Background: an optimization exercise with open tools, aiming at small area, a short achievable clock period and few clock cycles. Do not read the settings as production practice. At most, simulation tests tie the RTL to the original design; equivalence was not proved. No activity file was given, so power comes from the tool's default toggle rates.

## rev 12
==> flow/design.v (excerpt) <==
module riscv_core
(
  input  logic                raw_clk,
  input  logic                button_reset,
  input  logic                button_halt,
  output logic [15:0]         mem_addr,
  output logic [31:0]         mem_wdata,
  output logic [3:0]          mem_byte_en,
  output logic                mem_enable,
  output logic                mem_write,
  input  logic [31:0]         mem_rdata,
  output logic                halted,
  output logic                error
);
Settings: LEC_CHECK=0, CAP_MARGIN=20, CORE_MARGIN=2, CORE_UTILIZATION=40, SLEW_MARGIN=20; clock period 12.0 ns.
run.sh (not shown) runs the stock make flow with config.mk's settings and CLKGATE_MAP_FILE= SYNTH_SCRIPT=/design/flow/synth_recipe.tcl, a recipe that flattens the netlist after the stock synthesis.
Testbench counts of rev 12, summed over its fixed seeds: cycles 134,829.
For rev 13, these inputs were changed with respect to rev 12:
-- flow/design.v --
<<< rev 12, line 23
  input  logic [31:0] operand_b,
  output logic [31:0] result,
  output logic [31:0] sum,
  output logic        branch_taken
);
  logic [32:0] wide;
  logic        lt_signed;
  logic        lt_unsigned;
  logic        eq;
  logic [4:0]  shamt;
  logic        left;
>>> rev 13, line 23
  input  logic [31:0] operand_b,
  output logic [31:0] result,
  output logic [31:0] sum
);
  logic [32:0] wide;
  logic        lt_signed;
  logic        lt_unsigned;
  logic [4:0]  shamt;
  logic        left;
<<< rev 12, line 40
  assign lt_unsigned = ~wide[32];
  assign lt_signed = (operand_a[31] ^ operand_b[31]) ? operand_a[31] : wide[31];
  assign eq = (operand_a == operand_b);
  assign shamt = operand_b[4:0];
  assign left = (funct3 == 3'b001);
>>> rev 13, line 38
  assign lt_unsigned = ~wide[32];
  assign lt_signed = (operand_a[31] ^ operand_b[31]) ? operand_a[31] : wide[31];
  assign shamt = operand_b[4:0];
  assign left = (funct3 == 3'b001);
<<< rev 12, line 63
      default: result = operand_a & operand_b;
    endcase
  end
  always_comb
  begin
    logic cond;
    cond = funct3[2] ? (funct3[1] ? lt_unsigned : lt_signed) : eq;
    branch_taken = cond ^ funct3[0];
  end
endmodule
>>> rev 13, line 60
      default: result = operand_a & operand_b;
    endcase
  end
endmodule
<<< rev 12, line 173
  input  logic [31:0]          alu_result,
  input  logic [31:0]          alu_sum,
  input  logic                 branch_taken,
  output logic                 halted,
  output logic                 error
>>> rev 13, line 164
  input  logic [31:0]          alu_result,
  input  logic [31:0]          alu_sum,
  output logic                 halted,
  output logic                 error
<<< rev 12, line 191
  logic [4:0]  resp_rd;
  logic [2:0]  resp_f3;
  logic [15:0] fpc;             
  logic [31:0] ir;
  logic [15:0] ir_pc;
  logic        ir_valid;
  logic        stopped;
  assign mem_addr    = req_addr;
  assign mem_enable  = req_en;
>>> rev 13, line 181
  logic [4:0]  resp_rd;
  logic [2:0]  resp_f3;
  logic [15:0] last_fetch;      
  logic [15:0] seq_addr;
  logic [31:0] ir;
  logic [15:0] ir_pc;
  logic        ir_valid;
  logic        stopped;
  assign seq_addr    = last_fetch + 16'd4;
  assign mem_addr    = req_addr;
  assign mem_enable  = req_en;
<<< rev 12, line 253
  assign halt_btn = !button_halt && !error;
  assign stop_now = halt_btn || (ex && (is_system || is_unknown)) || stopped;
  assign alu_funct3 = funct3;
  assign alu_sub    = is_branch || ((is_alur || is_alui) && funct3[2:1] == 2'b01) ||
>>> rev 13, line 245
  assign halt_btn = !button_halt && !error;
  assign stop_now = halt_btn || (ex && (is_system || is_unknown)) || stopped;
  logic branch_taken;
  logic cmp_eq;
  logic cmp_ltu;
  logic cmp_lt;
  assign cmp_eq  = (rs1_data == rs2_data);
  assign cmp_ltu = (rs1_data < rs2_data);
  assign cmp_lt  = (rs1_data[31] ^ rs2_data[31]) ? rs1_data[31] : cmp_ltu;
  assign branch_taken = (funct3[2] ? (funct3[1] ? cmp_ltu : cmp_lt) : cmp_eq) ^ funct3[0];
  assign alu_funct3 = funct3;
  assign alu_sub    = is_branch || ((is_alur || is_alui) && funct3[2:1] == 2'b01) ||
<<< rev 12, line 298
      req_fetch  <= 1'b1;
      req_load   <= 1'b0;
      fpc        <= riscv_pkg::start_pc + 16'd4;
      resp_fetch <= 1'b0;
      resp_load  <= 1'b0;
>>> rev 13, line 298
      req_fetch  <= 1'b1;
      req_load   <= 1'b0;
      last_fetch <= riscv_pkg::start_pc;
      resp_fetch <= 1'b0;
      resp_load  <= 1'b0;
<<< rev 12, line 337
        if (redirect)
        begin
          req_addr <= jump_target;
          fpc      <= jump_target + 16'd4;
        end
        else if (drop)
        begin
          req_addr <= resp_addr;
          fpc      <= resp_addr + 16'd4;
        end
        else
        begin
          req_addr <= fpc;
          fpc      <= fpc + 16'd4;
        end
      end
>>> rev 13, line 337
        if (redirect)
        begin
          req_addr   <= jump_target;
          last_fetch <= jump_target;
        end
        else if (drop)
        begin
          req_addr   <= resp_addr;
          last_fetch <= resp_addr;
        end
        else
        begin
          req_addr   <= seq_addr;
          last_fetch <= seq_addr;
        end
      end
<<< rev 12, line 390
  logic [31:0] alu_result;
  logic [31:0] alu_sum;
  logic        branch_taken;
  core_control i_control
  (
>>> rev 13, line 390
  logic [31:0] alu_result;
  logic [31:0] alu_sum;
  core_control i_control
  (
<<< rev 12, line 423
    .alu_result    (alu_result),
    .alu_sum       (alu_sum),
    .branch_taken  (branch_taken),
    .halted        (halted),
    .error         (error)
>>> rev 13, line 422
    .alu_result    (alu_result),
    .alu_sum       (alu_sum),
    .halted        (halted),
    .error         (error)
<<< rev 12, line 446
    .operand_b    (operand_b),
    .result       (alu_result),
    .sum          (alu_sum),
    .branch_taken (branch_taken)
  );
  load_store_unit i_load_store_unit
>>> rev 13, line 444
    .operand_b    (operand_b),
    .result       (alu_result),
    .sum          (alu_sum)
  );
  load_store_unit i_load_store_unit
## What came out
- Summary of rev 13 over rev 12: via count has increased, via count of the first global-routing pass rose by 4.2%, standby leakage power now sits higher, gate count after technology mapping has increased.
- Compared to rev 12, rev 13 has number of well taps 28 higher.
- Rev 13 vs rev 12 — detailed route wirelength on metal3 climbed by more than 10%
Function not checked in rev 13: the RTL went through the layout flow alone.

-- afterwards: timing with drivers on the ports --
In the flow no input, the clock included, has a driving cell. The finished layouts below were timed again as built, in two steps. Step 1 (the two cells are an assumption about what drives the block):
set clk [get_ports {raw_clk}]
set_driving_cell -lib_cell sky130_fd_sc_hd__clkbuf_16 $clk
set_driving_cell -lib_cell sky130_fd_sc_hd__buf_2 [delete_from_list [all_inputs] $clk]
Step 2 times the ports against the registers' clock, not the clock port: input delays grow and output delays shrink by t, the midpoint of the rising clock arrivals with the driver on. a / b / c = ideal ports / drivers / drivers and shift; a / b = the first two.
| run | t (ns) | setup WS [ns] | worst hold slack (ns) | pins driven straight from the clock port |
|---|---|---|---|---|
| rev 12 | 0.828 | 2.615 / 2.615 / 2.615 | 0.329 / 0.329 / 0.329 | 1 |
| rev 13 | 0.820 | 3.157 / 3.157 / 3.157 | 0.330 / 0.330 / 0.330 | 1 |
After both steps every run listed still meets setup and hold.
